Source: an optimization exercise on an open RTL-to-GDS flow (aim: small area). Production flows keep margins and buffers that such runs may drop.
The RTL was checked by simulation tests, not by an equivalence proof against the original design.
No activity file was given, so power comes from the tool's default toggle rates.

[design/flow/config.mk]
export PLATFORM = sky130hd
export DESIGN_NAME = tcp_engine
export DESIGN_NICKNAME = tcp_engine
export VERILOG_FILES = /design/flow/design.v
export SDC_FILE = /design/flow/constraint.sdc
export NUM_CORES = 4
export LEC_CHECK = 0
export ABC_AREA = 1
export CAP_MARGIN = 35
export CORE_MARGIN = 2
export CORE_UTILIZATION = 40
export SLEW_MARGIN = 35
[design/flow/constraint.sdc]
create_clock -name core_clock -period 15.0 [get_ports {clk}]
set_input_delay 3.0000 -clock core_clock [delete_from_list [all_inputs] [get_ports {clk}]]
set_output_delay 3.0000 -clock core_clock [all_outputs]
set_load 0.01 [all_outputs]
[design/flow/design.v]
`timescale 1ns/10ps
package tcp_pkg;
    localparam int SEQ_W = 32;
    localparam int LEN_W = 16;
    localparam int FLAGS_W = 8;
    localparam int FLAG_ACK = 4;
    localparam int FLAG_PSH = 3;
    localparam int PKT_FLOWID_W = 8;
    typedef struct packed {
        logic [SEQ_W-1:0]   seq_num;
        logic [SEQ_W-1:0]   ack_num;
        logic [FLAGS_W-1:0] flags;
        logic [LEN_W-1:0]   payload_len;
    } tcp_hdr_t;
    typedef struct packed {
        logic [PKT_FLOWID_W-1:0] flowid;
        tcp_hdr_t                hdr;
    } send_pkt_t;
endpackage
`timescale 1ns/10ps
module tcp_engine (
     input  logic           clk
    ,input  logic           reset
    ,input  logic           rx_hdr_val
    ,input  logic   [1:0]   rx_hdr_flowid
    ,input  logic   [31:0]  rx_hdr_seq
    ,input  logic   [31:0]  rx_hdr_ack
    ,input  logic   [7:0]   rx_hdr_flags
    ,input  logic   [15:0]  rx_hdr_len
    ,output logic           rx_hdr_rdy
    ,output logic           rx_dst_val
    ,output logic   [1:0]   rx_dst_flowid
    ,output logic           rx_dst_accept
    ,output logic   [15:0]  rx_dst_len
    ,input  logic           rx_dst_rdy
    ,input  logic           app_tx_tail_wr_val
    ,input  logic   [1:0]   app_tx_tail_wr_flowid
    ,input  logic   [31:0]  app_tx_tail_wr_data
    ,input  logic           conn_init_val
    ,input  logic   [1:0]   conn_init_flowid
    ,input  logic   [31:0]  conn_init_snd_isn
    ,input  logic   [31:0]  conn_init_rcv_isn
    ,output logic           tx_pkt_val
    ,output logic   [1:0]   tx_pkt_flowid
    ,output logic   [31:0]  tx_pkt_seq
    ,output logic   [31:0]  tx_pkt_ack
    ,output logic   [7:0]   tx_pkt_flags
    ,output logic   [15:0]  tx_pkt_len
    ,input  logic           tx_pkt_rdy
);
    logic [31:0] rcv_nxt  [4];
    logic [31:0] snd_nxt  [4];
    logic [31:0] snd_tail [4];
    logic [7:0]  una_off  [4];    
    logic        proc;
    logic        ack_val;
    logic        dst_val;
    logic [31:0] ra_r;       
    logic [31:0] rb_r;       
    logic [15:0] rlen_r;
    logic [1:0]  rfid_r;
    logic        rackf_r;
    logic        racc_r;
    logic        rx_idle;
    logic [31:0] r_rcv, r_nxt;
    logic [7:0]  r_off;
    logic        in_order;
    logic [31:0] rcv_upd;
    logic [31:0] ack_dist;
    logic        ack_ok;
    assign rx_idle    = ~(proc | ack_val | dst_val);
    assign rx_hdr_rdy = rx_idle;
    assign r_rcv = rcv_nxt[rfid_r];
    assign r_nxt = snd_nxt[rfid_r];
    assign r_off = una_off[rfid_r];
    assign in_order = (rb_r == r_rcv) && (rlen_r != 16'd0);
    assign rcv_upd  = r_rcv + (in_order ? {16'd0, rlen_r} : 32'd0);
    assign ack_dist = r_nxt - ra_r;
    assign ack_ok   = rackf_r && (ack_dist[31:8] == 24'd0) && (ack_dist[7:0] < r_off);
    logic        t_send;
    logic        t_settle;
    logic        t_idle;
    logic [1:0]  tfid_r;
    logic [31:0] tseq_r;
    logic [31:0] tack_r;
    logic [6:0]  tlen_r;
    logic [1:0]  last_r;
    logic        grant_val;
    logic [1:0]  grant_fid;
    logic [1:0]  idx;
    logic [3:0]  sendable;
    logic [1:0]  t_fid;
    logic [31:0] t_nxt, t_rcv, t_tail;
    logic [7:0]  t_off;
    logic [31:0] remain;
    logic [7:0]  win_left;
    logic [6:0]  seg_len;
    logic        take;
    logic [31:0] nxt_new;
    logic [7:0]  off_new;
    assign t_idle = ~(t_send | t_settle);
    always_comb begin
        for (int i = 0; i < 4; i++)
            sendable[i] = (snd_nxt[i] != snd_tail[i]) && !una_off[i][7];
    end
    always_comb begin
        grant_val = 1'b0;
        grant_fid = 2'd0;
        idx       = 2'd0;
        for (int i = 1; i <= 4; i++) begin
            idx = last_r + 2'(i);
            if (!grant_val && sendable[idx]) begin
                grant_val = 1'b1;
                grant_fid = idx;
            end
        end
    end
    assign t_fid  = t_idle ? grant_fid : tfid_r;
    assign t_nxt  = snd_nxt[t_fid];
    assign t_rcv  = rcv_nxt[t_fid];
    assign t_tail = snd_tail[t_fid];
    assign t_off  = una_off[t_fid];
    assign remain   = t_tail - t_nxt;
    assign win_left = 8'd128 - t_off;
    always_comb begin
        logic [7:0] m;
        m = (remain[31:6] == 26'd0) ? {2'b00, remain[5:0]} : 8'd64;
        if (win_left < m) m = win_left;
        seg_len = m[6:0];
    end
    logic prio_r, lock_r, sel_r;
    logic sel_free, sel;
    logic ack_rdy;
    assign sel_free   = (ack_val && t_send) ? prio_r : t_send;
    assign sel        = lock_r ? sel_r : sel_free;
    assign tx_pkt_val = sel ? t_send : ack_val;
    assign ack_rdy    = tx_pkt_rdy && !sel;
    assign take       = t_send && tx_pkt_rdy && sel;
    assign tx_pkt_flowid = sel ? tfid_r : rfid_r;
    assign tx_pkt_seq    = sel ? tseq_r : ra_r;
    assign tx_pkt_ack    = sel ? tack_r : rb_r;
    assign tx_pkt_flags  = {3'b000, 1'b1, sel, 3'b000};
    assign tx_pkt_len    = sel ? {9'd0, tlen_r} : 16'd0;
    assign rx_dst_val    = dst_val;
    assign rx_dst_flowid = rfid_r;
    assign rx_dst_accept = racc_r;
    assign rx_dst_len    = rlen_r;
    always_ff @(posedge clk) begin
        if (reset) begin
            prio_r <= 1'b0;
            lock_r <= 1'b0;
            sel_r  <= 1'b0;
        end else begin
            lock_r <= tx_pkt_val && !tx_pkt_rdy;
            sel_r  <= sel;
            if (tx_pkt_val && tx_pkt_rdy) prio_r <= ~sel;
        end
    end
    always_ff @(posedge clk) begin
        if (reset) begin
            proc     <= 1'b0;
            ack_val  <= 1'b0;
            dst_val  <= 1'b0;
            t_send   <= 1'b0;
            t_settle <= 1'b0;
            last_r   <= 2'd3;
        end else begin
            proc <= rx_idle && rx_hdr_val;
            if (proc) begin
                ack_val <= (rlen_r != 16'd0);
                dst_val <= 1'b1;
            end else begin
                if (ack_rdy)    ack_val <= 1'b0;
                if (rx_dst_rdy) dst_val <= 1'b0;
            end
            t_send   <= (t_idle && grant_val) || (t_send && !take);
            t_settle <= take;
            if (t_idle && grant_val) last_r <= grant_fid;
        end
    end
    always_ff @(posedge clk) begin
        if (rx_idle) begin
            ra_r    <= rx_hdr_ack;
            rb_r    <= rx_hdr_seq;
            rlen_r  <= rx_hdr_len;
            rfid_r  <= rx_hdr_flowid;
            rackf_r <= rx_hdr_flags[4];
        end else if (proc) begin
            ra_r    <= r_nxt;
            rb_r    <= rcv_upd;
            racc_r  <= in_order;
        end
    end
    always_ff @(posedge clk) begin
        if (t_idle) begin
            tfid_r <= grant_fid;
            tseq_r <= t_nxt;
            tack_r <= t_rcv;
            tlen_r <= seg_len;
        end
    end
    logic [31:0] snd_isn, rcv_isn;
    logic        ua_same;
    assign snd_isn = reset ? 32'd0 : conn_init_snd_isn;
    assign rcv_isn = reset ? 32'd0 : conn_init_rcv_isn;
    assign nxt_new = t_nxt + {25'd0, tlen_r};
    assign ua_same = proc && ack_ok && (rfid_r == tfid_r);
    assign off_new = (ua_same ? ack_dist[7:0] : t_off) + {1'b0, tlen_r};
    logic [3:0] s_ini, s_rcv, s_nxt, s_tail, s_una;
    always_comb begin
        for (int i = 0; i < 4; i++) begin
            s_ini[i]  = reset || (conn_init_val && conn_init_flowid == 2'(i));
            s_rcv[i]  = !s_ini[i] && proc && in_order && rfid_r == 2'(i);
            s_nxt[i]  = !s_ini[i] && take && tfid_r == 2'(i);
            s_tail[i] = !s_ini[i] && app_tx_tail_wr_val && app_tx_tail_wr_flowid == 2'(i);
            s_una[i]  = !s_ini[i] && !s_nxt[i] && proc && ack_ok && rfid_r == 2'(i);
        end
    end
    always_ff @(posedge clk) begin
        for (int i = 0; i < 4; i++) begin
            rcv_nxt[i]  <= ({32{s_ini[i]}} & rcv_isn) | ({32{s_rcv[i]}} & rcv_upd)
                         | ({32{!(s_ini[i] || s_rcv[i])}} & rcv_nxt[i]);
            snd_nxt[i]  <= ({32{s_ini[i]}} & snd_isn) | ({32{s_nxt[i]}} & nxt_new)
                         | ({32{!(s_ini[i] || s_nxt[i])}} & snd_nxt[i]);
            snd_tail[i] <= ({32{s_ini[i]}} & snd_isn) | ({32{s_tail[i]}} & app_tx_tail_wr_data)
                         | ({32{!(s_ini[i] || s_tail[i])}} & snd_tail[i]);
            una_off[i]  <= ({8{s_nxt[i]}} & off_new) | ({8{s_una[i]}} & ack_dist[7:0])
                         | ({8{!(s_ini[i] || s_nxt[i] || s_una[i])}} & una_off[i]);
        end
    end
endmodule
[design/flow/run.sh]
#!/bin/bash
# synth_recipe.tcl (not shown) runs the flow's synth.tcl, then flattens the netlist and writes it again
# the make line also repeats each setting of config.mk as NAME=value (left out here)
make -C /OpenROAD-flow-scripts/flow DESIGN_CONFIG=/design/flow/config.mk WORK_HOME=/design/flow/orfs CLKGATE_MAP_FILE= SYNTH_SCRIPT=/design/flow/synth_recipe.tcl finish
==> results by group, run 1 <==
Run status
  • Status: finished clean

Routing
  • DRT Pass-1 Iters: 6
  • # DRC: 0
  • Final wirelength: roughly 160000 um
  • DR WL/cell: about 25 um
  • Antenna Violating Nets Remaining: 0
  • Vias per inst: 5.93
  • Initial DRC Count: 4847
  • Vias: 37670

Clock tree
  • Hold-fix buffers, CTS: 0
  • Clk buf depth: 3
  • # H-tree levels: 3
  • Skew-Pair Late Insertion Delay: 650 ps
  • Gates resized, CTS repair: 0
  • Clk sinks: between 500 and 600
  • CTS tree: built
  • CTS clk-pin slew, worst paths: 60 ps
  • Clk root buf: clkbuf_16
  • Total CTS buffers: a little over 70
  • Post-CTS setup buffers: 0

Synth
  • Post-Synth XOR/XNOR Area: 5.12%
  • Mapped Area: 36200 sq um
  • Avg Cell Area, Syn: 7.36 sq um
  • Sequential-to-total area share from yosys stat: 36.5%
  • Dominant cell by count in the synthesized netlist: nand2_1
  • Asr flop ratio synth: 0%
  • Most used DFF post-synth: dfxtp_1
  • Mapped Cells: 4916
  • Synth Area in Adders: 3.94%
  • Compound-gate portion of the synthesized area: 21.2%
  • Top post-synthesis cells by area: dfxtp_1 24%, edfxtp_1 13%, nand2_1 13%
  • Mux cell area share after synthesis: 0.0277%
  • Yosys warning count: 5
  • Yosys top cell area share: 23.7%
  • List of most frequent post-synthesis cells: 1229 x nand2_1, 625 x inv_1, 428 x dfxtp_1, 342 x o21ai_0
  • Post-synth EDFFs: 155
  • Largest family of logic cells by synthesized area: simple AND/OR/NAND/NOR gates
  • Biggest area consumer among synthesized cells: dfxtp_1
  • Synth Register Bits: 583
  • Synth Area in Simple Gates: between 20% and 30%
  • Netlist cell types: between 70 and 80

Cells and area
  • Area delta synth->final: 17.4%
  • Storage cell area: 13200 sq um
  • Footprint of the multi-input gates: 19400 sq um
  • Layout cells sized above 1: 6.86%
  • Non-Filler Instances: 6353
  • Final Cell Area: 42500 sq um
  • Final #Nets: about 5400
  • Fill cells: ~9000

Placement
  • Routability Congestion: 0.999
  • Port bufs: 285
  • Placed Cells: 6222
  • Dpl cell area: between 40000 and 50000 sq um
  • Pre-CTS setup slack: 5800 ps
  • Detailed Place HPWL: between 100000 and 150000 um

Critical path
  • CP endpoint: tlen_r[6]$_DFFE_PN_
  • Slowest-stage cell, CP: buf_4
  • Reg2reg end: tlen_r[6]$_DFFE_PN_
  • Worst r2r path cells: 46
  • Crit path top cell by count: nand2_1
  • R2R setup slack: between 5000 and 6000 ps
  • CP max FO: 50
  • Crit path DAT: ~10000 ps
  • Worst R2R Start: snd_nxt[1][14]$_DFF_P_
  • Setup CP Type: register to register
  • Worst path required time: around 15000 ps
  • Startpoint Class: register
  • Max incr delay on CP: 520 ps
  • Setup crit end kind: register
  • CP startpoint: snd_nxt[1][14]$_DFF_P_

Die
  • Std-Cell Rows: 110
  • Die X-Extent: 305 um
  • Die height: 305 um
  • Core Region: 89900 sq um
  • Initial core utilization: 40.3%
  • Io pins: 309
  • Die Area: 92900 sq um

Timing
  • Final-report hold violation count: 0
  • Fin Clk Skew: 38.0 ps
  • Fin Setup TNS: 0 ps
  • Tcrit/Tclk final: 64.1%
  • RSZ-0062 raised after global routing: no
  • Slew @ Worst Pin: 1020 ps
  • Slew headroom: between 30% and 40%
  • Final count of negative-setup-slack endpoints: 0
  • Max Fclk: 104 MHz
  • Final max-slew violation count: 0
  • Post-layout min period: between 9000 and 10000 ps
  • Worst setup margin: 5390 ps

Power
  • Logic pwr share: 52.9%
  • Clock share of power: 22.0%
  • Net Switching: 3.85 mW
  • Sw frac: 47.7%
  • Sequential Power Share: 25.0%
  • Max VDD drop: ~0.12 mV
  • Pwr Total: around 8 mW
  • Leak: roughly 17 nW
  • Int Power: ~4.2 mW
  • PD cells: 190 nW/um^2

GRT
  • Initial antenna violation count: 6
  • First-pass GRT wire length: between 200000 and 250000 um
  • Total gr overflow: 0
  • Vias in the first global route: 35609
  • Total track usage: approximately 33%
  • Largest net degree at the start of global routing: approximately 80

Worst hold path
  • Hold Crit Class: register to register

Run
  • Max_cap viols: 0
worst min-delay path by stage:
stage                                  endpoint  slack (ps)                  start  cells past startpoint
after floorplan           una_off[1][0]$_DFF_P_         440  una_off[1][0]$_DFF_P_                      2
after CTS                 una_off[2][4]$_DFF_P_         470  una_off[2][4]$_DFF_P_                      2
after detailed placement  una_off[3][5]$_DFF_P_         450  una_off[3][5]$_DFF_P_                      2
final                     una_off[3][4]$_DFF_P_         470  una_off[3][4]$_DFF_P_                      2
after global routing        prio_r$_SDFFE_PP0P_         490    prio_r$_SDFFE_PP0P_                      2
after global placement    una_off[1][3]$_DFF_P_         450  una_off[1][3]$_DFF_P_                      2
registers in the layout, indices dropped and copies added, names as in the netlist, 16 cells and up:
signal,count
ra_r,32
rb_r,32
rcv_nxt,128
rlen_r,16
snd_nxt,128
snd_tail,128
tack_r,32
tseq_r,32
una_off,32
cell families after synthesis:
logic type      count (synthesis)
other cells                     2
flops                         583
mux                             1
xor+xnor                      208
fa+ha+maj                     111
compound gates               1129
simple gates                 1967
buf+inv                       915
critical path: cells and delay by family, from the launching register on:
kind            cells  cell delay (ps)
compound gates      8             1300
xor+xnor            2              380
fa+ha+maj           3             1050
buf+inv             5             1380
flops               1              430
simple gates       28             4590
power by group through the flow:
stage	Clock, mW	Combinational, mW	Sequential (mW)
after detailed placement	0	4.14	2.05
after global placement	0	4.13	2.04
after global routing	1.86	4.61	2.04
after floorplan	0	2.79	1.99
after CTS	1.79	4.16	2.02
final	1.78	4.28	2.02
final cells by class:
cell class	count	area share [%]
multi-input combinational	3432	45.8
sequential	583	31.1
timing repair buffer	356	8.06
inverter	675	5.98
clock buffer	110	5.08
tap	1176	3.46
clock inverter	20	0.495
antenna	1	0.00589
layout by cell type (no fill, tap or decap), types with 67 or more instances in the layout:
cell / instances
a21oi_1: 164
buf_4: 67
clkbuf_16: 75
clkdlybuf4s50_1: 284
dfxtp_1: 428
edfxtp_1: 155
ha_1: 106
inv_1: 622
nand2_1: 1225
nand3_1: 285
nor2_1: 279
o211ai_1: 150
o21ai_0: 342
o221ai_1: 260
xnor2_1: 120
xor2_1: 84
through the flow:
step | utilization, % | hold slack [ps]
2_1_floorplan | - | 436
3_3_place_gp | 44.5 | 451
3_5_place_dp | 44.6 | 455
4_1_cts | 47.2 | 473
5_1_grt | 47.2 | 485
6_report | 47.3 | 472
layer usage:
metal  wire [um]  global-route usage [%]  vias to the layer above
met3       17300                    6.86                      513
met5          13                       0                        -
met4       11800                    21.6                        2
li1            -                       -                    17183
met1       61400                    41.8                    17602
met2       69800                    52.2                     2370
==> run 2: changes to the inputs <==
--- a/design/flow/design.v
+++ b/design/flow/design.v
@@ -49,8 +49,54 @@
     ,input  logic           tx_pkt_rdy
 );
+    function automatic logic [31:0] add32(input logic [31:0] a, input logic [31:0] b);
+        logic c;
+        c = 1'b0;
+        for (int i = 0; i < 32; i++) begin
+            add32[i] = a[i] ^ b[i] ^ c;
+            c = (a[i] & b[i]) | (a[i] & c) | (b[i] & c);
+        end
+    endfunction
+    function automatic logic [31:0] sub32(input logic [31:0] a, input logic [31:0] b);
+        logic c;
+        c = 1'b1;
+        for (int i = 0; i < 32; i++) begin
+            sub32[i] = a[i] ^ ~b[i] ^ c;
+            c = (a[i] & ~b[i]) | (a[i] & c) | (~b[i] & c);
+        end
+    endfunction
+    function automatic logic [7:0] add8(input logic [7:0] a, input logic [7:0] b);
+        logic c;
+        c = 1'b0;
+        for (int i = 0; i < 8; i++) begin
+            add8[i] = a[i] ^ b[i] ^ c;
+            c = (a[i] & b[i]) | (a[i] & c) | (b[i] & c);
+        end
+    endfunction
+    function automatic logic diff_zero(input logic [31:0] a, input logic [31:0] b,
+                                       input logic bin, input int n);
+        logic ok;
+        ok = ((a[0] ^ b[0]) == bin);
+        for (int i = 1; i < 32; i++)
+            if (i < n) ok = ok & (~(a[i] ^ b[i]) == (a[i-1] | ~b[i-1]));
+        diff_zero = ok;
+    endfunction
+    function automatic logic lt8(input logic [7:0] a, input logic [7:0] b);
+        logic c;
+        c = 1'b1;
+        for (int i = 0; i < 8; i++)
+            c = (a[i] & ~b[i]) | (a[i] & c) | (~b[i] & c);
+        lt8 = ~c;
+    endfunction
     logic [31:0] rcv_nxt  [4];
     logic [31:0] snd_nxt  [4];
     logic [31:0] snd_tail [4];
     logic [7:0]  una_off  [4];    
+    logic [31:0] rcv_nxt_n  [4];
+    logic [31:0] snd_nxt_n  [4];
+    logic [31:0] snd_tail_n [4];
+    logic [7:0]  una_off_n  [4];
+    always_comb for (int i = 0; i < 4; i++) begin
+        rcv_nxt[i] = ~rcv_nxt_n[i]; snd_nxt[i] = ~snd_nxt_n[i]; snd_tail[i] = ~snd_tail_n[i]; una_off[i] = ~una_off_n[i];
+    end
     logic        proc;
     logic        ack_val;
@@ -69,4 +115,6 @@
     logic [31:0] ack_dist;
     logic        ack_ok;
+    logic        ack_hi0;
+    logic        rem_hi0;
     assign rx_idle    = ~(proc | ack_val | dst_val);
     assign rx_hdr_rdy = rx_idle;
@@ -75,7 +123,8 @@
     assign r_off = una_off[rfid_r];
     assign in_order = (rb_r == r_rcv) && (rlen_r != 16'd0);
-    assign rcv_upd  = r_rcv + (in_order ? {16'd0, rlen_r} : 32'd0);
-    assign ack_dist = r_nxt - ra_r;
-    assign ack_ok   = rackf_r && (ack_dist[31:8] == 24'd0) && (ack_dist[7:0] < r_off);
+    assign rcv_upd  = add32(r_rcv, {16'd0, in_order ? rlen_r : 16'd0});
+    assign ack_dist = sub32(r_nxt, ra_r);
+    assign ack_hi0  = diff_zero({8'd0, r_nxt[31:8]}, {8'd0, ra_r[31:8]}, lt8(r_nxt[7:0], ra_r[7:0]), 24);
+    assign ack_ok   = rackf_r && ack_hi0 && lt8(ack_dist[7:0], r_off);
     logic        t_send;
     logic        t_settle;
@@ -121,10 +170,11 @@
     assign t_tail = snd_tail[t_fid];
     assign t_off  = una_off[t_fid];
-    assign remain   = t_tail - t_nxt;
-    assign win_left = 8'd128 - t_off;
+    assign remain   = sub32(t_tail, t_nxt);
+    assign rem_hi0  = diff_zero({6'd0, t_tail[31:6]}, {6'd0, t_nxt[31:6]}, lt8({2'b0, t_tail[5:0]}, {2'b0, t_nxt[5:0]}), 26);
+    assign win_left = add8(~t_off, 8'd129);
     always_comb begin
         logic [7:0] m;
-        m = (remain[31:6] == 26'd0) ? {2'b00, remain[5:0]} : 8'd64;
-        if (win_left < m) m = win_left;
+        m = rem_hi0 ? {2'b00, remain[5:0]} : 8'd64;
+        if (lt8(win_left, m)) m = win_left;
         seg_len = m[6:0];
     end
@@ -204,7 +254,7 @@
     assign snd_isn = reset ? 32'd0 : conn_init_snd_isn;
     assign rcv_isn = reset ? 32'd0 : conn_init_rcv_isn;
-    assign nxt_new = t_nxt + {25'd0, tlen_r};
+    assign nxt_new = add32(t_nxt, {25'd0, tlen_r});
     assign ua_same = proc && ack_ok && (rfid_r == tfid_r);
-    assign off_new = (ua_same ? ack_dist[7:0] : t_off) + {1'b0, tlen_r};
+    assign off_new = ua_same ? add8(ack_dist[7:0], {1'b0, tlen_r}) : add8(t_off, {1'b0, tlen_r});
     logic [3:0] s_ini, s_rcv, s_nxt, s_tail, s_una;
     always_comb begin
@@ -219,12 +269,12 @@
     always_ff @(posedge clk) begin
         for (int i = 0; i < 4; i++) begin
-            rcv_nxt[i]  <= ({32{s_ini[i]}} & rcv_isn) | ({32{s_rcv[i]}} & rcv_upd)
-                         | ({32{!(s_ini[i] || s_rcv[i])}} & rcv_nxt[i]);
-            snd_nxt[i]  <= ({32{s_ini[i]}} & snd_isn) | ({32{s_nxt[i]}} & nxt_new)
-                         | ({32{!(s_ini[i] || s_nxt[i])}} & snd_nxt[i]);
-            snd_tail[i] <= ({32{s_ini[i]}} & snd_isn) | ({32{s_tail[i]}} & app_tx_tail_wr_data)
-                         | ({32{!(s_ini[i] || s_tail[i])}} & snd_tail[i]);
-            una_off[i]  <= ({8{s_nxt[i]}} & off_new) | ({8{s_una[i]}} & ack_dist[7:0])
-                         | ({8{!(s_ini[i] || s_nxt[i] || s_una[i])}} & una_off[i]);
+            rcv_nxt_n[i]  <= ~(({32{s_ini[i]}} & rcv_isn) | ({32{s_rcv[i]}} & rcv_upd)
+                         | ({32{!(s_ini[i] || s_rcv[i])}} & rcv_nxt[i]));
+            snd_nxt_n[i]  <= ~(({32{s_ini[i]}} & snd_isn) | ({32{s_nxt[i]}} & nxt_new)
+                         | ({32{!(s_ini[i] || s_nxt[i])}} & snd_nxt[i]));
+            snd_tail_n[i] <= ~(({32{s_ini[i]}} & snd_isn) | ({32{s_tail[i]}} & app_tx_tail_wr_data)
+                         | ({32{!(s_ini[i] || s_tail[i])}} & snd_tail[i]));
+            una_off_n[i]  <= ~(({8{s_nxt[i]}} & off_new) | ({8{s_una[i]}} & ack_dist[7:0])
+                         | ({8{!(s_ini[i] || s_nxt[i] || s_una[i])}} & una_off[i]));
         end
     end
--- a/design/flow/config.mk
+++ b/design/flow/config.mk
@@ -7,6 +7,6 @@
 export LEC_CHECK = 0
 export ABC_AREA = 1
-export CAP_MARGIN = 35
+export CAP_MARGIN = 20
 export CORE_MARGIN = 2
-export CORE_UTILIZATION = 40
-export SLEW_MARGIN = 35
+export CORE_UTILIZATION = 60
+export SLEW_MARGIN = 20
==> run 2 against run 1 <==
Against the previous run: critical path depth rose by 2; sequential cell count did not move; cell count fell by 22%; worst hold slack improved by 6.3 ps; highest routed layer unchanged; combinational power fell by 44%.
==> results by group, run 2 <==
Die
  • Die height: 236 um
  • Core Region: 53600 sq um
  • Die Area: ~56000 sq um
  • Io pins: between 300 and 400
  • Std-Cell Rows: 85
  • Die X-Extent: between 200 and 250 um
  • Initial core utilization: between 60% and 70%

Synth
  • Mapped Area: 32300 sq um
  • Sequential-to-total area share from yosys stat: 40.9%
  • Biggest area consumer among synthesized cells: dfxtp_1
  • Most used DFF post-synth: dfxtp_1
  • Avg Cell Area, Syn: 8.06 sq um
  • List of most frequent post-synthesis cells: 726 x nand2_1, 481 x inv_1, 428 x dfxtp_1, 426 x nor2_1, 338 x o21ai_0
  • Mapped Cells: 4011
  • Synth Register Bits: roughly 580
  • Yosys warning count: 9
  • Yosys top cell area share: 26.5%
  • Top post-synthesis cells by area: dfxtp_1 26%, edfxtp_1 14%, nand2_1 8.4%
  • Netlist cell types: 63
  • Dominant cell by count in the synthesized netlist: nand2_1
  • Post-synth EDFFs: about 160
  • Asr flop ratio synth: 0%

GRT
  • Initial antenna violation count: 4
  • First-pass GRT wire length: between 150000 and 200000 um
  • Total gr overflow: 0
  • Total track usage: 44.9%
  • Largest net degree at the start of global routing: 73
  • Vias in the first global route: between 30000 and 40000

Clock tree
  • Clk sinks: 583
  • CTS clk-pin slew, worst paths: 60 ps
  • Clk buf depth: 3
  • # H-tree levels: 2
  • Hold-fix buffers, CTS: 0
  • Post-CTS setup buffers: 0
  • Gates resized, CTS repair: 0
  • Skew-Pair Late Insertion Delay: 650 ps
  • Total CTS buffers: 61
  • CTS tree: built
  • Clk root buf: clkbuf_16

Critical path
  • Worst path required time: 15390 ps
  • Startpoint Class: register
  • Worst r2r path cells: 48
  • Max incr delay on CP: 660 ps
  • CP endpoint: rb_r[31]$_DFFE_PP_
  • CP max FO: 27
  • Slowest-stage cell, CP: nor4_1
  • R2R setup slack: 640 ps
  • Worst R2R Start: rfid_r[0]$_DFFE_PP_
  • CP startpoint: rfid_r[0]$_DFFE_PP_
  • CP top delay family: adder cells
  • Buffer and inverter count on the worst path: 6
  • Setup crit end kind: register
  • Reg2reg end: rb_r[31]$_DFFE_PP_
  • Setup CP Type: register to register
  • Cell count along the critical path: 48
  • Crit path DAT: 14750 ps

Timing
  • Max Fclk: 69.6 MHz
  • Slew @ Worst Pin: between 1000 and 1500 ps
  • Final max-slew violation count: 0
  • Fin Clk Skew: 23.4 ps
  • Final count of negative-setup-slack endpoints: 0
  • RSZ-0062 raised after global routing: no
  • Fin Setup TNS: 0 ps
  • Post-layout min period: ~14000 ps
  • Fin Hold WS: 479 ps
  • Tcrit/Tclk final: 95.7%
  • Final-report hold violation count: 0
  • Slew headroom: approximately 26%

Routing
  • # DRC: 0
  • Antenna Violating Nets Remaining: 0
  • DR WL/cell: 26.0 um
  • Vias: 33024
  • Initial DRC Count: 5395
  • Vias per inst: 6.67
  • DRT Pass-1 Iters: 6
  • Final wirelength: around 130000 um

Cells and area
  • Largest regs: rcv_nxt_n x128, snd_nxt_n x128, snd_tail_n x128
  • Most frequent cells in the layout: 722 x nand2_1, 478 x inv_1, 428 x dfxtp_1, 417 x nor2_1, 337 x o21ai_0
  • Non-Filler Instances: 4950
  • Layout cells sized above 1: 6.45%
  • Final #Nets: 4537
  • Commonest non-fill, non-tap cell in the layout: nand2_1
  • Area delta synth->final: 16.6%

Worst hold path
  • Min-Delay Path Depth: 2
  • Hold Crit Class: register to register
  • HP Start: una_off_n[1][4]$_DFF_P_

Placement
  • Port bufs: 285
  • Detailed Place HPWL: 83100 um
  • Routability Congestion: 0.993
  • Placed Cells: 4831

Run status
  • Status: finished clean

Power
  • PD cells: 154 nW/um^2
  • Leak: 17.2 nW
  • Max VDD drop: 0.114 mV

Run
  • Max_cap viols: 0
## run 2: final cells by class
cell class              count  area [sq um]
diodes                      3          7.51
clock buffers              92          1790
clock inverters            24           168
fillers                  4546         15900
inverters                 521          1960
multi-input cells        2674         16300
flip-flops and latches    583         13200
well taps                 696           871
repair buffers            357          3410
## run 2: worst min path at each step
stage / endpoint / slack [ps]
floorplan: prio_r$_SDFFE_PP0P_ / 440
global placement: prio_r$_SDFFE_PP0P_ / 460
detailed placement: prio_r$_SDFFE_PP0P_ / 460
CTS: prio_r$_SDFFE_PP0P_ / 470
global route: rcv_nxt_n[2][1]$_DFF_P_ / 500
finish: una_off_n[1][4]$_DFF_P_ / 480
## run 2: tightest hold or removal path, delay by kind of cell (launching register included)
family,cells,cell delay [ps]
flops,1,300
compound gates,1,70
buf+inv,1,60
## run 2: cell families after synthesis
family | synth area share (%)
XOR/XNOR | 3.36
AO/OA/AOI/OAI | 22.5
adder cells (fa/ha/maj) | 6.68
other | 0.0232
AND/OR/NAND/NOR | 17.3
flip-flops | 40.9
buffers and inverters | 9.26
## run 2: through the flow
| stage | worst slack (ps) | area, sq um | utilization, % | power, mW |
|---|---|---|---|---|
| 2_1_floorplan | 3150 | 32400 | - | 3.28 |
| 3_3_place_gp | 1230 | 35800 | 66.7 | 4.17 |
| 3_5_place_dp | 1100 | 35800 | 66.7 | 4.20 |
| 4_1_cts | 955 | 37700 | 70.4 | 5.68 |
| 5_1_grt | 271 | 37700 | 70.4 | 6.00 |
| 6_report | 641 | 37700 | 70.4 | 5.81 |
## run 2: power breakdown
part | leakage, nW | total, mW | switching (mW) | internal (mW)
sequential | 5.12 | 1.90 | 0.109 | 1.80
clock | 0.964 | 1.51 | 0.661 | 0.851
combinational | 11.1 | 2.39 | 1.65 | 0.745
total | 17.2 | 5.81 | 2.42 | 3.39
## run 2: layer usage
layer,share of wire [%],wire (um),GRT usage [%]
met1,37,48200,60.4
met4,6.1,7880,23.7
met2,41,53100,65.7
met3,15,19500,12.4
met5,0.059,76,0.779
==> run 3: changes to the inputs <==
==> design/flow/flow/run.sh (new file) <==
#!/bin/bash
# Layout flow: the standard ORFS flow (standard.sh, standard synthesis
# unchanged), with two changes to how the layout is made:
#  - ports are buffered with the smallest buffer (buf_1) instead of the
#    default clkdlybuf4s50_1;
#  - the clock tree is built without dummy loads, with clkbuf_16 buffers
#    on clusters of at most 20 sinks within 60 um.
# make's full output goes to standard.log; ORFS writes each step's log under
# orfs/logs/.
set -euo pipefail
export BUFFER_PORTS_ARGS="-buffer_cell sky130_fd_sc_hd__buf_1"
export CTS_ARGS="-sink_clustering_enable -repair_clock_nets -dont_use_dummy_load -buf_list sky130_fd_sc_hd__clkbuf_16 -sink_clustering_size 20 -sink_clustering_max_diameter 60"
bash standard.sh > standard.log 2>&1
==> design/flow/standard.sh (new file) <==
#!/bin/bash
# synth_recipe.tcl (not shown) runs the flow's synth.tcl, then flattens the netlist and writes it again
# the make line also repeats each setting of config.mk as NAME=value (left out here)
make -C /OpenROAD-flow-scripts/flow DESIGN_CONFIG=/design/flow/config.mk WORK_HOME=/design/flow/orfs CLKGATE_MAP_FILE= SYNTH_SCRIPT=/design/flow/synth_recipe.tcl "${@:-finish}"
removed: design/flow/run.sh
==> run 3 against run 2 <==
Against the previous run: still clean; combinational power shrank 4%; critical path depth is the same; first-iteration DRC count shrank 13%; routed wire length grew 0.61%; sequential cell count is the same; synthesized cell count is the same; clock skew grew 24 ps; die area is the same; non-clock buffer count shrank 4; clock-buffer cell count shrank 47; cell count shrank 1.5%; design area shrank 6.9%.
==> results by group, run 3 <==
Critical path
  • Startpoint Class: register
  • Worst path required time: approximately 15000 ps
  • Setup CP Type: register to register
  • Setup crit end kind: register
  • Max incr delay on CP: ~590 ps
  • CP max FO: 42
  • Slowest-stage cell, CP: inv_2
  • Crit path DAT: 14370 ps

Placement
  • Routability Congestion: 0.984
  • Port bufs: between 200 and 300
  • Dpl cell area: ~34000 sq um
  • Detailed Place HPWL: just over 80000 um

Power
  • Clock share of power: between 20% and 30%
  • Sequential Power Share: 35.8%
  • Logic pwr share: a little over two fifths
  • Int Power: 2.97 mW
  • Net Switching: about 2.3 mW
  • PD cells: 151 nW/um^2
  • Sw frac: about 44%
  • Leak: approximately 16 nW
  • Max VDD drop: ~0.13 mV

GRT
  • Total track usage: 45.1%
  • Total gr overflow: 0
  • First-pass GRT wire length: 189000 um
  • Vias in the first global route: 30443
  • Largest net degree at the start of global routing: 71
  • Initial antenna violation count: 7

Clock tree
  • Clk buf depth: 3
  • Skew-Pair Late Insertion Delay: about 630 ps
  • # H-tree levels: 2
  • Hold-fix buffers, CTS: 0
  • Gates resized, CTS repair: 0
  • Clk sinks: 583
  • Clk root buf: clkbuf_16
  • CTS tree: built
  • Total CTS buffers: 45
  • CTS clk-pin slew, worst paths: approximately 80 ps
  • Post-CTS setup buffers: 0

Synth
  • Post-synth EDFFs: 155
  • Yosys warning count: 9
  • Dominant cell by count in the synthesized netlist: nand2_1
  • Asr flop ratio synth: 0%
  • Mapped Area: 32300 sq um
  • Most used DFF post-synth: dfxtp_1
  • Biggest area consumer among synthesized cells: dfxtp_1
  • Top post-synthesis cells by area: dfxtp_1 26%, edfxtp_1 14%, nand2_1 8.4%
  • Avg Cell Area, Syn: 8.06 sq um
  • List of most frequent post-synthesis cells: 726 x nand2_1, 481 x inv_1, 428 x dfxtp_1, 426 x nor2_1, 338 x o21ai_0
  • Netlist cell types: 63
  • Sequential-to-total area share from yosys stat: 40.9%
  • Mapped Cells: ~4000
  • Synth Register Bits: between 500 and 600
  • Yosys top cell area share: 26.5%

Routing
  • DRT Pass-1 Iters: 7
  • Vias: ~33000
  • # DRC: 0
  • Final wirelength: 130000 um
  • Vias per inst: around 6.7
  • DR WL/cell: 26.6 um
  • Initial DRC Count: 4687
  • Antenna Violating Nets Remaining: 0

Timing
  • Slew headroom: 22.7%
  • Final max-slew violation count: 0
  • Fin Clk Skew: 47.7 ps
  • Tcrit/Tclk final: around 93%
  • Max Fclk: between 70 and 80 MHz
  • RSZ-0062 raised after global routing: no
  • Post-layout min period: 14010 ps
  • Slew @ Worst Pin: 1160 ps
  • Final count of negative-setup-slack endpoints: 0
  • Final-report hold violation count: 0
  • Fin Setup TNS: 0 ps
  • Fin Hold WS: 476 ps

Cells and area
  • Fill cells: just under 5000
  • Area delta synth->final: 8.59%
  • Final #Nets: between 4000 and 5000
  • Most frequent cells in the layout: 722 x nand2_1, 478 x inv_1, 428 x dfxtp_1, 417 x nor2_1, 337 x o21ai_0
  • Final Cell Area: 35100 sq um
  • Layout cells sized above 1: 5.41%
  • Commonest non-fill, non-tap cell in the layout: nand2_1
  • Largest regs: rcv_nxt_n x128, snd_nxt_n x128, snd_tail_n x128

Die
  • Die height: approximately 240 um
  • Core Region: 53600 sq um
  • Die X-Extent: 236 um
  • Io pins: 309
  • Die Area: 55800 sq um
  • Initial core utilization: 60.3%
  • Std-Cell Rows: 85

Worst hold path
  • Hold Crit Class: register to register

Run
  • Max_cap viols: 0

Run status
  • Status: finished clean
==> run 3: cell counts after synthesis <==
Identical to the previous run, type by type.
==> run 3: cell families after synthesis <==
logic type | after synthesis | share of synthesized area (%)
AO/OA/AOI/OAI | 1025 | 22.5
XOR/XNOR | 124 | 3.36
adder cells (fa/ha/maj) | 146 | 6.68
buffers and inverters | 768 | 9.26
flip-flops | 583 | 40.9
other | 2 | 0.0232
AND/OR/NAND/NOR | 1363 | 17.3
==> run 3: metal layers <==
metal / vias up / share of wire [%] / track usage, %
met5: - / 0.032 / 0
li1: 14316 / - / -
met1: 15120 / 38 / 61.3
met4: 6 / 6.3 / 25.0
met3: 585 / 15 / 12.0
met2: 2756 / 41 / 65.4
==> run 3: power by group through the flow <==
stage / combinational [mW] / clock (mW) / sequential, mW
floorplan: 1.38 / 0 / 1.90
global placement: 2.17 / 0 / 1.93
detailed placement: 2.19 / 0 / 1.93
CTS: 2.20 / 1.10 / 1.90
global route: 2.43 / 1.15 / 1.91
finish: 2.30 / 1.11 / 1.90
==> run 3: layout make-up <==
class	instances	area (sq um)	share of cell area, %
antenna	4	10.0	0.0285
clock buffer	45	1130	3.21
inverter	521	1960	5.58
multi-input combinational	2674	16300	46.5
sequential	583	13200	37.6
tap	696	871	2.48
timing repair buffer	353	1610	4.58
==> run 3: worst paths after layout <==
path | from | endpoint | slack [ps] | cells after the start
setup reg to reg | rfid_r[0]$_DFFE_PP_ | rb_r[31]$_DFFE_PP_ | 990 | 48
hold reg to reg | prio_r$_SDFFE_PP0P_ | prio_r$_SDFFE_PP0P_ | 480 | 2
setup / recovery | rfid_r[0]$_DFFE_PP_ | rb_r[31]$_DFFE_PP_ | 990 | 48
hold / removal | prio_r$_SDFFE_PP0P_ | prio_r$_SDFFE_PP0P_ | 480 | 2
==> run 3: stage by stage <==
stage / util [%] / instances / setup WS, ps / total power [mW]
after global routing: 65.5 / 4875 / 474 / 5.49
after CTS: 65.5 / 4871 / 1210 / 5.20
after floorplan: - / 4025 / 3150 / 3.28
final: 65.5 / 4876 / 988 / 5.31
after detailed placement: 63.4 / 4826 / 1310 / 4.12
after global placement: 63.3 / 4825 / 1370 / 4.10
==> run 3: worst max-delay path, delay by kind of cell (launching register included) <==
family	cells	cell delay, ps
XOR/XNOR	2	620
buffers and inverters	5	1400
AND/OR/NAND/NOR	8	1150
adder cells (fa/ha/maj)	30	9490
flip-flops	1	450
AO/OA/AOI/OAI	3	590
==> run 4: changes to the inputs <==
--- a/design/flow/design.v
+++ b/design/flow/design.v
@@ -92,11 +92,4 @@
     logic [31:0] snd_tail [4];
     logic [7:0]  una_off  [4];    
-    logic [31:0] rcv_nxt_n  [4];
-    logic [31:0] snd_nxt_n  [4];
-    logic [31:0] snd_tail_n [4];
-    logic [7:0]  una_off_n  [4];
-    always_comb for (int i = 0; i < 4; i++) begin
-        rcv_nxt[i] = ~rcv_nxt_n[i]; snd_nxt[i] = ~snd_nxt_n[i]; snd_tail[i] = ~snd_tail_n[i]; una_off[i] = ~una_off_n[i];
-    end
     logic        proc;
     logic        ack_val;
@@ -119,7 +112,9 @@
     assign rx_idle    = ~(proc | ack_val | dst_val);
     assign rx_hdr_rdy = rx_idle;
-    assign r_rcv = rcv_nxt[rfid_r];
-    assign r_nxt = snd_nxt[rfid_r];
-    assign r_off = una_off[rfid_r];
+    logic [3:0] r_sel;
+    always_comb for (int i = 0; i < 4; i++) r_sel[i] = (rfid_r == 2'(i));
+    rd4 #(.W(32)) u_r_rcv (.s(r_sel), .d0(rcv_nxt[0]), .d1(rcv_nxt[1]), .d2(rcv_nxt[2]), .d3(rcv_nxt[3]), .y(r_rcv));
+    rd4 #(.W(32)) u_r_nxt (.s(r_sel), .d0(snd_nxt[0]), .d1(snd_nxt[1]), .d2(snd_nxt[2]), .d3(snd_nxt[3]), .y(r_nxt));
+    rd4 #(.W(8))  u_r_off (.s(r_sel), .d0(una_off[0]), .d1(una_off[1]), .d2(una_off[2]), .d3(una_off[3]), .y(r_off));
     assign in_order = (rb_r == r_rcv) && (rlen_r != 16'd0);
     assign rcv_upd  = add32(r_rcv, {16'd0, in_order ? rlen_r : 16'd0});
@@ -140,5 +135,6 @@
     logic [3:0]  sendable;
     logic [1:0]  t_fid;
-    logic [31:0] t_nxt, t_rcv, t_tail;
+    logic [31:0] t_nxt, t_rcv, t_x;
+    logic [5:0]  t_tail_lo;
     logic [7:0]  t_off;
     logic [31:0] remain;
@@ -149,7 +145,9 @@
     logic [7:0]  off_new;
     assign t_idle = ~(t_send | t_settle);
+    logic [31:0] nt_x [4];
+    always_comb for (int i = 0; i < 4; i++) nt_x[i] = snd_nxt[i] ^ snd_tail[i];
     always_comb begin
         for (int i = 0; i < 4; i++)
-            sendable[i] = (snd_nxt[i] != snd_tail[i]) && !una_off[i][7];
+            sendable[i] = (nt_x[i] != 32'd0) && !una_off[i][7];
     end
     always_comb begin
@@ -166,10 +164,19 @@
     end
     assign t_fid  = t_idle ? grant_fid : tfid_r;
-    assign t_nxt  = snd_nxt[t_fid];
-    assign t_rcv  = rcv_nxt[t_fid];
-    assign t_tail = snd_tail[t_fid];
-    assign t_off  = una_off[t_fid];
-    assign remain   = sub32(t_tail, t_nxt);
-    assign rem_hi0  = diff_zero({6'd0, t_tail[31:6]}, {6'd0, t_nxt[31:6]}, lt8({2'b0, t_tail[5:0]}, {2'b0, t_nxt[5:0]}), 26);
+    logic [3:0] t_sel;
+    always_comb for (int i = 0; i < 4; i++) t_sel[i] = (t_fid == 2'(i));
+    rd4 #(.W(32)) u_t_nxt  (.s(t_sel), .d0(snd_nxt[0]),  .d1(snd_nxt[1]),  .d2(snd_nxt[2]),  .d3(snd_nxt[3]),  .y(t_nxt));
+    rd4 #(.W(32)) u_t_rcv  (.s(t_sel), .d0(rcv_nxt[0]),  .d1(rcv_nxt[1]),  .d2(rcv_nxt[2]),  .d3(rcv_nxt[3]),  .y(t_rcv));
+    rd4 #(.W(32)) u_t_x    (.s(t_sel), .d0(nt_x[0]),     .d1(nt_x[1]),     .d2(nt_x[2]),     .d3(nt_x[3]),     .y(t_x));
+    rd4 #(.W(8))  u_t_off  (.s(t_sel), .d0(una_off[0]),  .d1(una_off[1]),  .d2(una_off[2]),  .d3(una_off[3]),  .y(t_off));
+    assign t_tail_lo = t_x[5:0] ^ t_nxt[5:0];
+    assign remain   = sub32({26'd0, t_tail_lo}, {26'd0, t_nxt[5:0]});
+    always_comb begin
+        logic ok;
+        ok = (t_x[6] == lt8({2'b0, t_tail_lo}, {2'b0, t_nxt[5:0]}));
+        for (int i = 7; i < 32; i++)
+            ok = ok & (t_x[i] ^ ~(t_nxt[i-1] & t_x[i-1]));
+        rem_hi0 = ok;
+    end
     assign win_left = add8(~t_off, 8'd129);
     always_comb begin
@@ -229,16 +236,20 @@
         end
     end
+    logic [31:0] ra_d, rb_d;
+    logic        rx_hold;
+    assign rx_hold = !(rx_idle || proc);
+    for (genvar b = 0; b < 32; b++) begin : g_rab
+        ao222 u_ra (.a1(rx_idle), .b1(rx_hdr_ack[b]), .a2(proc), .b2(r_nxt[b]),   .a3(rx_hold), .b3(ra_r[b]), .y(ra_d[b]));
+        ao222 u_rb (.a1(rx_idle), .b1(rx_hdr_seq[b]), .a2(proc), .b2(rcv_upd[b]), .a3(rx_hold), .b3(rb_r[b]), .y(rb_d[b]));
+    end
     always_ff @(posedge clk) begin
+        ra_r <= ra_d;
+        rb_r <= rb_d;
         if (rx_idle) begin
-            ra_r    <= rx_hdr_ack;
-            rb_r    <= rx_hdr_seq;
             rlen_r  <= rx_hdr_len;
             rfid_r  <= rx_hdr_flowid;
             rackf_r <= rx_hdr_flags[4];
-        end else if (proc) begin
-            ra_r    <= r_nxt;
-            rb_r    <= rcv_upd;
-            racc_r  <= in_order;
         end
+        if (proc) racc_r <= in_order;
     end
     always_ff @(posedge clk) begin
@@ -258,4 +269,5 @@
     assign off_new = ua_same ? add8(ack_dist[7:0], {1'b0, tlen_r}) : add8(t_off, {1'b0, tlen_r});
     logic [3:0] s_ini, s_rcv, s_nxt, s_tail, s_una;
+    logic [3:0] h_rcv, h_nxt, h_tail, h_off;
     always_comb begin
         for (int i = 0; i < 4; i++) begin
@@ -265,17 +277,74 @@
             s_tail[i] = !s_ini[i] && app_tx_tail_wr_val && app_tx_tail_wr_flowid == 2'(i);
             s_una[i]  = !s_ini[i] && !s_nxt[i] && proc && ack_ok && rfid_r == 2'(i);
+            h_rcv[i]  = !(s_ini[i] || s_rcv[i]);
+            h_nxt[i]  = !(s_ini[i] || s_nxt[i]);
+            h_tail[i] = !(s_ini[i] || s_tail[i]);
+            h_off[i]  = !(s_ini[i] || s_nxt[i] || s_una[i]);
+        end
+    end
+    logic [31:0] rcv_d  [4];
+    logic [31:0] nxt_d  [4];
+    logic [31:0] tail_d [4];
+    logic [7:0]  off_d  [4];
+    for (genvar i = 0; i < 4; i++) begin : g_tbl
+        for (genvar b = 0; b < 32; b++) begin : g_bit
+            ao222 u_rcv  (.a1(s_ini[i]), .b1(rcv_isn[b]), .a2(s_rcv[i]),  .b2(rcv_upd[b]),
+                          .a3(h_rcv[i]),  .b3(rcv_nxt[i][b]),  .y(rcv_d[i][b]));
+            ao222 u_nxt  (.a1(s_ini[i]), .b1(snd_isn[b]), .a2(s_nxt[i]),  .b2(nxt_new[b]),
+                          .a3(h_nxt[i]),  .b3(snd_nxt[i][b]),  .y(nxt_d[i][b]));
+            ao222 u_tail (.a1(s_ini[i]), .b1(snd_isn[b]), .a2(s_tail[i]), .b2(app_tx_tail_wr_data[b]),
+                          .a3(h_tail[i]), .b3(snd_tail[i][b]), .y(tail_d[i][b]));
+        end
+        for (genvar b = 0; b < 8; b++) begin : g_off
+            ao222 u_off  (.a1(s_nxt[i]), .b1(off_new[b]), .a2(s_una[i]),  .b2(ack_dist[b]),
+                          .a3(h_off[i]),  .b3(una_off[i][b]),  .y(off_d[i][b]));
         end
     end
     always_ff @(posedge clk) begin
         for (int i = 0; i < 4; i++) begin
-            rcv_nxt_n[i]  <= ~(({32{s_ini[i]}} & rcv_isn) | ({32{s_rcv[i]}} & rcv_upd)
-                         | ({32{!(s_ini[i] || s_rcv[i])}} & rcv_nxt[i]));
-            snd_nxt_n[i]  <= ~(({32{s_ini[i]}} & snd_isn) | ({32{s_nxt[i]}} & nxt_new)
-                         | ({32{!(s_ini[i] || s_nxt[i])}} & snd_nxt[i]));
-            snd_tail_n[i] <= ~(({32{s_ini[i]}} & snd_isn) | ({32{s_tail[i]}} & app_tx_tail_wr_data)
-                         | ({32{!(s_ini[i] || s_tail[i])}} & snd_tail[i]));
-            una_off_n[i]  <= ~(({8{s_nxt[i]}} & off_new) | ({8{s_una[i]}} & ack_dist[7:0])
-                         | ({8{!(s_ini[i] || s_nxt[i] || s_una[i])}} & una_off[i]));
+            rcv_nxt[i]  <= rcv_d[i];
+            snd_nxt[i]  <= nxt_d[i];
+            snd_tail[i] <= tail_d[i];
+            una_off[i]  <= off_d[i];
         end
     end
 endmodule
+module ao222 (
+     input  logic a1, b1, a2, b2, a3, b3
+    ,output logic y
+);
+    assign y = (a1 & b1) | (a2 & b2) | (a3 & b3);
+endmodule
+module rd4 #(
+     parameter int W = 32
+)(
+     input  logic [3:0]   s
+    ,input  logic [W-1:0] d0, d1, d2, d3
+    ,output logic [W-1:0] y
+);
+    for (genvar b = 0; b < W; b++) begin : g_bit
+        ao2222 u_bit (.a1(s[0]), .b1(d0[b]), .a2(s[1]), .b2(d1[b]), .a3(s[2]), .b3(d2[b]),
+                      .a4(s[3]), .b4(d3[b]), .y(y[b]));
+    end
+endmodule
+module ao2222 (
+     input  logic a1, b1, a2, b2, a3, b3, a4, b4
+    ,output logic y
+);
+    logic n3, n4;
+    aoi222 u_n3 (.a1(a1), .b1(b1), .a2(a2), .b2(b2), .a3(a3), .b3(b3), .y(n3));
+    nd2    u_n4 (.a(a4), .b(b4), .y(n4));
+    nd2    u_y  (.a(n3), .b(n4), .y(y));
+endmodule
+module aoi222 (
+     input  logic a1, b1, a2, b2, a3, b3
+    ,output logic y
+);
+    assign y = ~((a1 & b1) | (a2 & b2) | (a3 & b3));
+endmodule
+module nd2 (
+     input  logic a, b
+    ,output logic y
+);
+    assign y = ~(a & b);
+endmodule
==> design/flow/flow/run.sh (replaced) <==
#!/bin/bash
# Layout flow: the standard ORFS flow (standard.sh, standard synthesis
# unchanged), with two changes to how the layout is made:
#  - ports are buffered with the smallest buffer (buf_1) instead of the
#    default clkdlybuf4s50_1;
#  - the clock tree is built without dummy loads, with clkbuf_16 buffers
#    on clusters of at most 24 sinks within 70 um.
# make's full output goes to standard.log; ORFS writes each step's log under
# orfs/logs/.
set -euo pipefail
export BUFFER_PORTS_ARGS="-buffer_cell sky130_fd_sc_hd__buf_1"
export CTS_ARGS="-sink_clustering_enable -repair_clock_nets -dont_use_dummy_load -buf_list sky130_fd_sc_hd__clkbuf_16 -sink_clustering_size 24 -sink_clustering_max_diameter 70"
bash standard.sh > standard.log 2>&1
--- a/design/flow/config.mk
+++ b/design/flow/config.mk
@@ -6,7 +6,9 @@
 export NUM_CORES = 4
 export LEC_CHECK = 0
-export ABC_AREA = 1
+export ABC_AREA = 0
 export CAP_MARGIN = 20
 export CORE_MARGIN = 2
-export CORE_UTILIZATION = 60
+export CORE_UTILIZATION = 55
 export SLEW_MARGIN = 20
+export SYNTH_HIERARCHICAL = 1
+export SYNTH_MINIMUM_KEEP_SIZE = 0
==> run 4 against run 3 <==
Against the previous run: still clean; via count is 9.8% lower; die area down 0.52%; clock power fell by about 10%; routed wire length down 5.1%; global-route usage shrank 3.1 points; first-iteration DRC count grew 47%; critical path depth fell by 3; synthesized cell count down 25%.
==> results by group, run 4 <==
Run status
  • Status: finished clean

Clock tree
  • Total CTS buffers: 38
  • CTS clk-pin slew, worst paths: 100 ps
  • Clk root buf: clkbuf_16
  • Gates resized, CTS repair: 0
  • # H-tree levels: 2
  • Clk sinks: 583
  • Hold-fix buffers, CTS: 0
  • Post-CTS setup buffers: 0
  • CTS tree: built
  • Skew-Pair Late Insertion Delay: 620 ps
  • Clk buf depth: 3

Timing
  • Fin Setup TNS: 0 ps
  • Fin Clk Skew: 55.8 ps
  • RSZ-0062 raised after global routing: no
  • Tcrit/Tclk final: 86.0%
  • Slew headroom: 20.0%
  • Worst setup margin: 2100 ps
  • Final max-slew violation count: 0
  • Final-report hold violation count: 0
  • Post-layout min period: roughly 13000 ps
  • Slew @ Worst Pin: between 1000 and 1500 ps
  • Max Fclk: 77.5 MHz
  • Final count of negative-setup-slack endpoints: 0
  • Fin Hold WS: 488 ps

Cells and area
  • Commonest non-fill, non-tap cell in the layout: a222oi_1
  • Most frequent cells in the layout: 656 x a222oi_1, 559 x inv_1, 491 x dfxtp_1, 400 x nand2_1, 284 x buf_1
  • Layout cells sized above 1: about 6%
  • Area delta synth->final: 11.3%
  • Largest regs: rcv_nxt x128, snd_nxt x128, snd_tail x128
  • Final #Nets: ~3700

Synth
  • List of most frequent post-synthesis cells: 656 x a222oi_1, 567 x inv_1, 492 x dfxtp_1, 400 x nand2_1, 155 x xor2_1
  • Most used DFF post-synth: dfxtp_1
  • Mapped Area: 29500 sq um
  • Avg Cell Area, Syn: 9.85 sq um
  • Dominant cell by count in the synthesized netlist: a222oi_1
  • Yosys top cell area share: 33.4%
  • Yosys warning count: 21
  • Post-synth EDFFs: 91
  • Top post-synthesis cells by area: dfxtp_1 33%, a222oi_1 22%, edfxtp_1 9.3%
  • Netlist cell types: 65
  • Sequential-to-total area share from yosys stat: 42.7%
  • Asr flop ratio synth: 0%
  • Mapped Cells: 2994
  • Biggest area consumer among synthesized cells: dfxtp_1
  • Synth Register Bits: 583

GRT
  • Initial antenna violation count: 9
  • Total track usage: between 40% and 50%
  • Total gr overflow: 0
  • First-pass GRT wire length: 178000 um
  • Vias in the first global route: between 20000 and 30000
  • Largest net degree at the start of global routing: 103

Power
  • Net Switching: between 1.5 and 2 mW
  • Int Power: 2.75 mW
  • Logic pwr share: 34.6%
  • Sw frac: 38.8%
  • Clock share of power: 22.2%
  • Leak: 15.6 nW
  • Sequential Power Share: between 40 and 50%
  • PD cells: ~140 nW/um^2
  • Max VDD drop: 0.106 mV
  • Pwr Total: 4.50 mW

Die
  • Die X-Extent: 236 um
  • Std-Cell Rows: 84
  • Core Region: 52800 sq um
  • Io pins: 309
  • Initial core utilization: 55.9%
  • Die Area: 55500 sq um
  • Die height: 236 um

Routing
  • DR WL/cell: 30.5 um
  • Antenna Violating Nets Remaining: 0
  • Vias: 29554
  • DRT Pass-1 Iters: 15
  • Vias per inst: between 7 and 8
  • Final wirelength: roughly 120000 um
  • Initial DRC Count: between 6000 and 7000
  • # DRC: 0

Worst hold path
  • Hold Crit Class: register to register
  • Worst hold endpoint: ra_r[6]$_DFF_P_
  • Min-Delay Path Depth: 2
  • HP Start: ra_r[6]$_DFF_P_

Run
  • Max_cap viols: 0

Critical path
  • CP top delay family: adder cells
  • Setup CP Type: register to register
  • CP max FO: 32
  • Worst r2r path cells: 45
  • Setup crit end kind: register
  • Slowest-stage cell, CP: edfxtp_1
  • Crit path DAT: 13450 ps
  • Reg2reg end: rb_r[31]$_DFF_P_
  • R2R setup slack: 2100 ps
  • Max incr delay on CP: between 500 and 600 ps
  • Crit path top cell by count: ha_1
  • Buffer and inverter count on the worst path: 4
  • Worst R2R Start: rfid_r[0]$_DFFE_PP_
  • Startpoint Class: register
  • Worst path required time: 15550 ps

Placement
  • Routability Congestion: 0.978
  • Pre-CTS setup slack: 2310 ps
  • Detailed Place HPWL: ~75000 um
  • Port bufs: 285
==> run 4: changes by cell type after synthesis, sizes merged, moves of 122 or more <==
cell	delta
clkbuf	-178
a222oi	+656
o21ai	-334
nand2	-336
a221oi	-315
xor2	+122
nor2	-401
==> run 4: logic make-up (layout without fill, tap and decap cells) <==
family	after synthesis	after routing	synth area share, %
flops	583	583	42.7
xor+xnor	208	208	6.18
simple gates	653	653	10.2
compound gates	760	760	24.6
fa+ha+maj	113	113	5.80
buf+inv	609	941	7.97
other cells	2	17	0.0255
mux	66	66	2.49
==> run 4: worst max path at each step <==
stage,start,endpoint,slack [ps],cells after the start
after floorplan,rfid_r[0]$_DFFE_PP_,rb_r[31]$_DFF_P_,1640,45
after global placement,rfid_r[0]$_DFFE_PP_,rb_r[31]$_DFF_P_,2420,45
after detailed placement,rfid_r[0]$_DFFE_PP_,rb_r[31]$_DFF_P_,2310,45
after CTS,rfid_r[0]$_DFFE_PP_,rb_r[31]$_DFF_P_,2260,45
after global routing,rfid_r[0]$_DFFE_PP_,rcv_nxt[0][31]$_DFF_P_,1750,44
final,rfid_r[0]$_DFFE_PP_,rb_r[31]$_DFF_P_,2100,45
==> run 4: per-module statistics from Yosys, one instance, submodules excluded, a selection <==
module / flip-flops and latches / cells inside / area [sq um] / copies in the design
ao222: 0 / 2 / 13.8 / 480
nd2: 0 / 1 / 3.75 / 352
aoi222: 0 / 1 / 10.0 / 176
tcp_engine: 583 / 1506 / 19800 / 1
==> run 4: worst min-delay path, delay by kind of cell (launching register included) <==
family	cells	cell delay [ps]
compound gates	1	80
buf+inv	1	50
flops	1	340
==> run 4: cell type report <==
| class | instances | area (sq um) |
|---|---|---|
| well taps | 688 | 861 |
| fillers | 4612 | 19900 |
| inverters | 567 | 2130 |
| multi-input cells | 1816 | 14800 |
| flip-flops and latches | 583 | 12600 |
| diodes | 1 | 2.50 |
| repair buffers | 336 | 1490 |
| clock buffers | 38 | 951 |
==> run 4: layer usage <==
metal / vias to the layer above / track usage [%] / share of wire (%)
li1: 12314 / - / -
met1: 13894 / 53.2 / 35
met2: 2747 / 64.2 / 43
met3: 585 / 9.96 / 15
met4: 14 / 27.5 / 7.2
met5: - / 0 / 0.068
==> run 4: metrics by stage <==
stage	cell area, sq um	std cells	util [%]
floorplan	29500	3008	-
global placement	31900	3990	60.4
detailed placement	31900	3990	60.4
CTS	32800	4028	62.2
global route	32800	4028	62.2
finish	32800	4029	62.2
==> run 4: power groups by stage <==
stage	Combinational (mW)	Sequential [mW]	Clock (mW)
finish	1.56	1.94	0.997
global route	1.62	1.96	1.05
CTS	1.49	1.94	1.00
detailed placement	1.48	1.97	0
global placement	1.46	1.96	0
floorplan	0.941	1.93	0
==> run 5: changes to the inputs <==
--- a/design/flow/design.v
+++ b/design/flow/design.v
@@ -194,7 +194,13 @@
     assign ack_rdy    = tx_pkt_rdy && !sel;
     assign take       = t_send && tx_pkt_rdy && sel;
-    assign tx_pkt_flowid = sel ? tfid_r : rfid_r;
-    assign tx_pkt_seq    = sel ? tseq_r : ra_r;
-    assign tx_pkt_ack    = sel ? tack_r : rb_r;
+    logic sel_n;
+    assign sel_n = ~sel;
+    for (genvar b = 0; b < 32; b++) begin : g_out
+        ao22 u_seq (.a1(sel), .b1(tseq_r[b]), .a2(sel_n), .b2(ra_r[b]), .y(tx_pkt_seq[b]));
+        ao22 u_ack (.a1(sel), .b1(tack_r[b]), .a2(sel_n), .b2(rb_r[b]), .y(tx_pkt_ack[b]));
+    end
+    for (genvar b = 0; b < 2; b++) begin : g_out_fid
+        ao22 u_fid (.a1(sel), .b1(tfid_r[b]), .a2(sel_n), .b2(rfid_r[b]), .y(tx_pkt_flowid[b]));
+    end
     assign tx_pkt_flags  = {3'b000, 1'b1, sel, 3'b000};
     assign tx_pkt_len    = sel ? {9'd0, tlen_r} : 16'd0;
@@ -263,6 +269,6 @@
     logic [31:0] snd_isn, rcv_isn;
     logic        ua_same;
-    assign snd_isn = reset ? 32'd0 : conn_init_snd_isn;
-    assign rcv_isn = reset ? 32'd0 : conn_init_rcv_isn;
+    assign snd_isn = conn_init_snd_isn;
+    assign rcv_isn = conn_init_rcv_isn;
     assign nxt_new = add32(t_nxt, {25'd0, tlen_r});
     assign ua_same = proc && ack_ok && (rfid_r == tfid_r);
@@ -271,14 +277,16 @@
     logic [3:0] h_rcv, h_nxt, h_tail, h_off;
     always_comb begin
+        logic ini;
         for (int i = 0; i < 4; i++) begin
-            s_ini[i]  = reset || (conn_init_val && conn_init_flowid == 2'(i));
-            s_rcv[i]  = !s_ini[i] && proc && in_order && rfid_r == 2'(i);
-            s_nxt[i]  = !s_ini[i] && take && tfid_r == 2'(i);
-            s_tail[i] = !s_ini[i] && app_tx_tail_wr_val && app_tx_tail_wr_flowid == 2'(i);
-            s_una[i]  = !s_ini[i] && !s_nxt[i] && proc && ack_ok && rfid_r == 2'(i);
-            h_rcv[i]  = !(s_ini[i] || s_rcv[i]);
-            h_nxt[i]  = !(s_ini[i] || s_nxt[i]);
-            h_tail[i] = !(s_ini[i] || s_tail[i]);
-            h_off[i]  = !(s_ini[i] || s_nxt[i] || s_una[i]);
+            ini       = conn_init_val && conn_init_flowid == 2'(i);
+            s_ini[i]  = !reset && ini;
+            s_rcv[i]  = !reset && !ini && proc && in_order && rfid_r == 2'(i);
+            s_nxt[i]  = !reset && !ini && take && tfid_r == 2'(i);
+            s_tail[i] = !reset && !ini && app_tx_tail_wr_val && app_tx_tail_wr_flowid == 2'(i);
+            s_una[i]  = !reset && !ini && !s_nxt[i] && proc && ack_ok && rfid_r == 2'(i);
+            h_rcv[i]  = !reset && !(ini || s_rcv[i]);
+            h_nxt[i]  = !reset && !(ini || s_nxt[i]);
+            h_tail[i] = !reset && !(ini || s_tail[i]);
+            h_off[i]  = !reset && !(ini || s_nxt[i] || s_una[i]);
         end
     end
@@ -349,2 +357,8 @@
     assign y = ~(a & b);
 endmodule
+module ao22 (
+     input  logic a1, b1, a2, b2
+    ,output logic y
+);
+    assign y = (a1 & b1) | (a2 & b2);
+endmodule
--- a/design/flow/config.mk
+++ b/design/flow/config.mk
@@ -8,6 +8,9 @@
 export ABC_AREA = 0
 export CAP_MARGIN = 20
+export CELL_PAD_IN_SITES_DETAIL_PLACEMENT = 1
+export CELL_PAD_IN_SITES_GLOBAL_PLACEMENT = 1
 export CORE_MARGIN = 2
-export CORE_UTILIZATION = 55
+export CORE_UTILIZATION = 45
+export PLACE_DENSITY = 0.55
 export SLEW_MARGIN = 20
 export SYNTH_HIERARCHICAL = 1
==> run 5 against run 4 <==
Against the previous run: synthesized cell count is 3.0% lower; worst setup slack worse by 160 ps; cell count is 2.6% higher; die area is 19% higher; global-route usage is 2.5 points lower; clock skew is 6.4 ps higher; non-clock buffer count is 12 higher; design area is 0.54% lower; first-iteration DRC count is 6.1% lower; register-to-register slack worse by 160 ps.
==> results by group, run 5 <==
Clock tree
  • # H-tree levels: 2
  • Clk root buf: clkbuf_16
  • CTS tree: built
  • Total CTS buffers: 43
  • Post-CTS setup buffers: 0
  • Skew-Pair Late Insertion Delay: 630 ps
  • Hold-fix buffers, CTS: 0

Placement
  • Placed Cells: 4085
  • Detailed Place HPWL: roughly 85000 um
  • Dpl cell area: 31600 sq um

Synth
  • Most used DFF post-synth: dfxtp_1
  • Asr flop ratio synth: 0%
  • Top post-synthesis cells by area: dfxtp_1 34%, a222oi_1 23%, edfxtp_1 9.5%
  • Dominant cell by count in the synthesized netlist: a222oi_1
  • Mapped Area: just under 30000 sq um
  • Sequential-to-total area share from yosys stat: 43.6%

Power
  • PD cells: 123 nW/um^2
  • Pwr Total: 4.00 mW

GRT
  • Total gr overflow: 0
  • Total track usage: 39.5%
  • Vias in the first global route: 29878

Critical path
  • Reg2reg end: rcv_nxt[2][31]$_DFF_P_
  • Crit path top cell by count: ha_1
  • R2R setup slack: about 1900 ps
  • Worst path required time: around 15000 ps
  • Startpoint Class: register
  • Setup crit end kind: register
  • Worst R2R Start: rfid_r[0]$_DFFE_PP_
  • Max incr delay on CP: 580 ps

Timing
  • Post-layout min period: 13060 ps
  • RSZ-0062 raised after global routing: no
  • Worst setup margin: 1940 ps
  • Fin Clk Skew: between 60 and 70 ps
  • Fin Setup TNS: 0 ps

Die
  • Initial core utilization: about 46%
  • Io pins: 309
  • Die Area: 66200 sq um
  • Core Region: 63200 sq um

Cells and area
  • Most frequent cells in the layout: 658 x a222oi_1, 551 x inv_1, 491 x dfxtp_1, 395 x nand2_1, 285 x buf_1
  • Largest regs: rcv_nxt x128, snd_nxt x128, snd_tail x128
  • Layout cells sized above 1: 4.78%
  • Area delta synth->final: 13.2%

Routing
  • Wl on met1: roughly 49000 um
  • Initial DRC Count: 6463
  • Antenna Violating Nets Remaining: 0
  • Final wirelength: 136000 um
  • Vias: 29576

Run status
  • Status: finished clean

Run
  • Max_cap viols: 0
-- run 5: changes by cell type in the layout (fill, tap and decap cells not counted), moves of 6 or more --
cell,change
diode_2,+6
buf_4,+15
a21oi_1,-6
mux2_2,-58
a22o_1,+64
nor2b_1,-63
xor2_1,+6
inv_1,-8
xnor2_1,-9
-- run 5: cells by family after synthesis --
family	after synthesis	share of synthesized area [%]
fa+ha+maj	114	5.97
flops	583	43.6
xor+xnor	205	6.22
mux	8	0.282
compound gates	821	27.0
buf+inv	587	7.87
simple gates	585	8.97
other cells	2	0.0260
-- run 5: power by group --
group | internal (mW) | switching (mW) | total (mW)
sequential | 1.71 | 0.104 | 1.81
combinational | 0.319 | 0.794 | 1.11
clock | 0.507 | 0.568 | 1.07
total | 2.53 | 1.47 | 4.00
-- run 5: cell type report --
class,count,area [sq um]
Fill cell,7212,30500
Multi-Input combinational cell,1749,14300
Sequential cell,583,12600
Inverter,559,2100
Timing Repair Buffer,348,1540
Clock buffer,43,1080
Tap cell,846,1060
Antenna cell,7,17.5
-- run 5: how the worst max path moves through the flow --
stage	startpoint	endpoint	slack (ps)	cells after the start
after floorplan	rfid_r[0]$_DFFE_PP_	rcv_nxt[1][31]$_DFF_P_	1690	44
after global placement	rfid_r[0]$_DFFE_PP_	rcv_nxt[1][31]$_DFF_P_	2290	44
after detailed placement	rfid_r[0]$_DFFE_PP_	rcv_nxt[2][31]$_DFF_P_	2110	44
after CTS	rfid_r[0]$_DFFE_PP_	rcv_nxt[2][31]$_DFF_P_	2030	44
after global routing	rfid_r[0]$_DFFE_PP_	rcv_nxt[2][31]$_DFF_P_	1640	44
final	rfid_r[0]$_DFFE_PP_	rcv_nxt[2][31]$_DFF_P_	1940	44
-- run 5: worst max-delay path, delay by kind of cell, from the launching register on --
family          cells  cell delay (ps)
compound gates      2              470
xor+xnor            2              330
fa+ha+maj          31             9270
simple gates        6             1100
buf+inv             3             1110
flops               1              570
-- run 5: per-layer routing --
layer | up-vias | global-route usage, %
met5 | - | 0
met4 | 14 | 25.7
met3 | 536 | 8.59
met2 | 2173 | 63.6
met1 | 14657 | 47.7
li1 | 12196 | -
-- run 5: modules after synthesis, one instance, submodules excluded, excerpt --
module | cells | area, sq um
ao22 | 1 | 8.76
ao222 | 2 | 13.8
aoi222 | 1 | 10.0
nd2 | 1 | 3.75
tcp_engine | 1351 | 18600

Re-timed with assumed drivers on the ports (clkbuf_16 on the clock, buf_2 on other inputs), run 5 has 1.941 ns of setup slack against 1.941 ns with ideal ports, and 1.941 ns once port delays also move by the mid clock arrival of 0.663 ns.
